This design comes from an exercise in tuning for small area on the open sky130 flow, not from production work.
In this exercise RTL edits were held to simulation tests only and were not proved equivalent to the original.
Power and IR drop assume default switching activity.

nickel:
## ballDisplay
module ballDisplay
(
    input  logic        clk,
    input  logic        reset,
    input  logic        run,
    input  logic [9:0]  ballSize,
    output logic [23:0] rgb,
    output logic [9:0]  pixelX,
    output logic [9:0]  pixelY,
    output logic        displayOn,
    output logic        hSyncN,
    output logic        vSyncN
);
Size in the first run: about 1100 cells after synthesis, roughly 60 I/O pins, roughly 8300 um^2 of cells after synthesis.
Settings: LEC_CHECK=0, ABC_AREA=1, CAP_MARGIN=20, CORE_MARGIN=2, CORE_UTILIZATION=70, SLEW_MARGIN=20; clock period 12.0 ns.
standard.sh (not shown) runs the stock make flow with config.mk's settings and CLKGATE_MAP_FILE= SYNTH_SCRIPT=/design/flow/synth_recipe.tcl, a recipe that flattens the netlist after the stock synthesis.
==> flow/flow/run.sh <==
#!/bin/bash
# The standard layout (the standard.sh: standard synthesis, floorplan, placement, CTS,
# routing, finish) with three ORFS settings changed:
# * the buffer that placement puts on every input and output port is the smallest buffer,
#   sky130_fd_sc_hd__buf_1, instead of the one buffer_ports picks itself (every port still gets
#   its own buffer);
# * clock tree synthesis builds the tree from clkbuf_4 below a clkbuf_8 root (not clkbuf_16)
#   and adds no dummy load cells;
# * after floorplan, flow/restructure.tcl (POST_FLOORPLAN_TCL) re-maps the logic for area with
#   OpenROAD's restructure (ABC; registers untouched), on a copy of the library without the
#   platform's don't-use cells (flow/filter_lib.py), and then flow/downsize.tcl sets every logic
#   cell to the smallest drive strength of its cell family; the flow's later repairs size up where
#   needed.
set -euo pipefail
export BUFFER_PORTS_ARGS="-buffer_cell sky130_fd_sc_hd__buf_1"
export CTS_ARGS="-sink_clustering_enable -repair_clock_nets -root_buf sky130_fd_sc_hd__clkbuf_8 -buf_list sky130_fd_sc_hd__clkbuf_4 -dont_use_dummy_load"
export POST_FLOORPLAN_TCL="$PWD/flow/restructure.tcl"
bash standard.sh finish > standard_flow.log 2>&1
Other scripts of this flow, unchanged in this note and not shown: flow/flow/downsize.tcl, flow/flow/filter_lib.py, flow/flow/restructure.tcl
nickel reached the final stage; the timing, design-rule and antenna checks on its layout passed.
For juniper, these inputs were changed with respect to nickel:
-- flow/flow/run.sh --
<<< nickel, line 7
# * clock tree synthesis builds the tree from clkbuf_4 below a clkbuf_8 root (not clkbuf_16)
#   and adds no dummy load cells;
>>> juniper, line 7
# * clock tree synthesis builds the tree from clkbuf_4 and clkbuf_8 only (not clkbuf_16) and
#   adds no dummy load cells;
Results
- Status: clock-pin slew on the worst setup and hold paths parity (nickel, juniper)
- Between juniper and nickel, the number of antenna violations at the first check in global routing figures differ only marginally.
- Per the comparison of juniper with nickel, total non-filler cell area in the finished layout essentially unchanged, post-route met1 wirelength held.
- Number of H-tree levels came out exactly the same in nickel and juniper.

Setup of quartz:
Starting RTL as in the previous note.
export LEC_CHECK = 0
export ABC_AREA = 1
export CAP_MARGIN = 20
export CORE_MARGIN = 2
export CORE_UTILIZATION = 70
export SLEW_MARGIN = 20
create_clock -name core_clock -period 12.0 [get_ports {clk}]
==> flow/flow/run.sh <==
#!/bin/bash
# The standard layout (the standard.sh: standard synthesis, floorplan, placement, CTS,
# routing, finish) with three ORFS settings changed:
# * the buffer that placement puts on every input and output port is the smallest buffer,
#   sky130_fd_sc_hd__buf_1, instead of the one buffer_ports picks itself (every port still gets
#   its own buffer);
# * clock tree synthesis builds the tree from clkbuf_4 below a clkbuf_8 root (not clkbuf_16)
#   and adds no dummy load cells;
# * after floorplan, flow/restructure.tcl (POST_FLOORPLAN_TCL) re-maps the logic for area with
#   OpenROAD's restructure (ABC; registers untouched), on a copy of the library without the
#   platform's don't-use cells (flow/filter_lib.py), and then flow/downsize.tcl sets every logic
#   cell to the smallest drive strength of its cell family; the flow's later repairs size up where
#   needed.
set -euo pipefail
export BUFFER_PORTS_ARGS="-buffer_cell sky130_fd_sc_hd__buf_1"
export CTS_ARGS="-sink_clustering_enable -repair_clock_nets -root_buf sky130_fd_sc_hd__clkbuf_8 -buf_list sky130_fd_sc_hd__clkbuf_4 -dont_use_dummy_load"
export POST_FLOORPLAN_TCL="$PWD/flow/restructure.tcl"
bash standard.sh finish > standard_flow.log 2>&1
Other scripts of this flow, unchanged in this note and not shown: flow/flow/downsize.tcl, flow/flow/filter_lib.py, flow/flow/restructure.tcl
quartz completed every stage of the flow, and the final layout passed the timing, design-rule and antenna checks.
Here is what was changed in the inputs of cedar compared with quartz.
Settings: CORE_UTILIZATION now 80, was 70.
--- a/flow/flow/run.sh
+++ b/flow/flow/run.sh
@@ -8,8 +8,8 @@
 #   and adds no dummy load cells;
 # * after floorplan, flow/restructure.tcl (POST_FLOORPLAN_TCL) re-maps the logic for area with
-#   OpenROAD's restructure (ABC; registers untouched), on a copy of the library without the
-#   platform's don't-use cells (flow/filter_lib.py), and then flow/downsize.tcl sets every logic
-#   cell to the smallest drive strength of its cell family; the flow's later repairs size up where
-#   needed.
+#   OpenROAD's restructure (ABC; registers untouched), twice, on a copy of the library without the
+#   platform's don't-use cells (flow/filter_lib.py), ties again any constant output whose tie cell
+#   the re-mapping dropped, and then flow/downsize.tcl sets every logic cell to the smallest drive
+#   strength of its cell family; the flow's later repairs size up where needed.
 set -euo pipefail
 export BUFFER_PORTS_ARGS="-buffer_cell sky130_fd_sc_hd__buf_1"
### Flow results
Via count: cedar > quartz. Of cedar and quartz, the higher total power divided by cell area belongs to cedar. In the tables for cedar and quartz, switching part of the total power reads higher with cedar. Diff quartz -> cedar: global router's overall resource usage now larger, full die area went down by 12%, via density per instance higher, total of plain and repair buffers excluding clock buffers went down 1, clock-cell share of area now sits at about the same level.
--- input diff cedar..violet ---
Settings: CORE_UTILIZATION changed from 80 to 70.
## What came out
Wire length after detailed routing ends up lower on violet.
When violet is set beside cedar, its tap cell count turns out to be 7 larger.
Design area delta (cedar -> violet): insignificant
Against cedar, violet comes in about 25% lower on first-iteration DRC count.
On clock network latency to the later pin of the worst-skew pair, violet and cedar are neck and neck.
Relative to cedar, the number of antenna repair diodes of violet is higher by 1.
Compare violet and cedar | fmax lower: cedar

## separate check: timing with driven ports
In the flow no input, the clock included, has a driving cell. The finished layouts below were timed again as built, in two steps. Step 1: set_driving_cell puts a clkbuf_16 on clk and a buf_2 on each other input, an assumption about the parent block. Step 2 times the ports against the registers' clock, not the clock port: input delays grow and output delays shrink by t, the midpoint of the rising clock arrivals with the driver on. Three values: ideal ports, drivers, drivers and shift; two values: the first two.
run | t, ns | slack for setup (ns) | hold slack, ns | worst setup path at the end
nickel | 0.450 | 1.473 / 1.473 / 1.473 | 0.458 / 0.458 / 0.458 | register to register
juniper | 0.450 | 1.473 / 1.473 / 1.473 | 0.458 / 0.458 / 0.458 | register to register
quartz | 0.442 | 1.276 / 1.276 / 1.276 | 0.446 / 0.446 / 0.446 | register to register
cedar | 0.436 | 1.115 / 1.115 / 1.115 | 0.437 / 0.437 / 0.437 | register to register
violet | 0.442 | 1.276 / 1.276 / 1.276 | 0.446 / 0.446 / 0.446 | register to register
After both steps setup and hold are still met in every run listed.
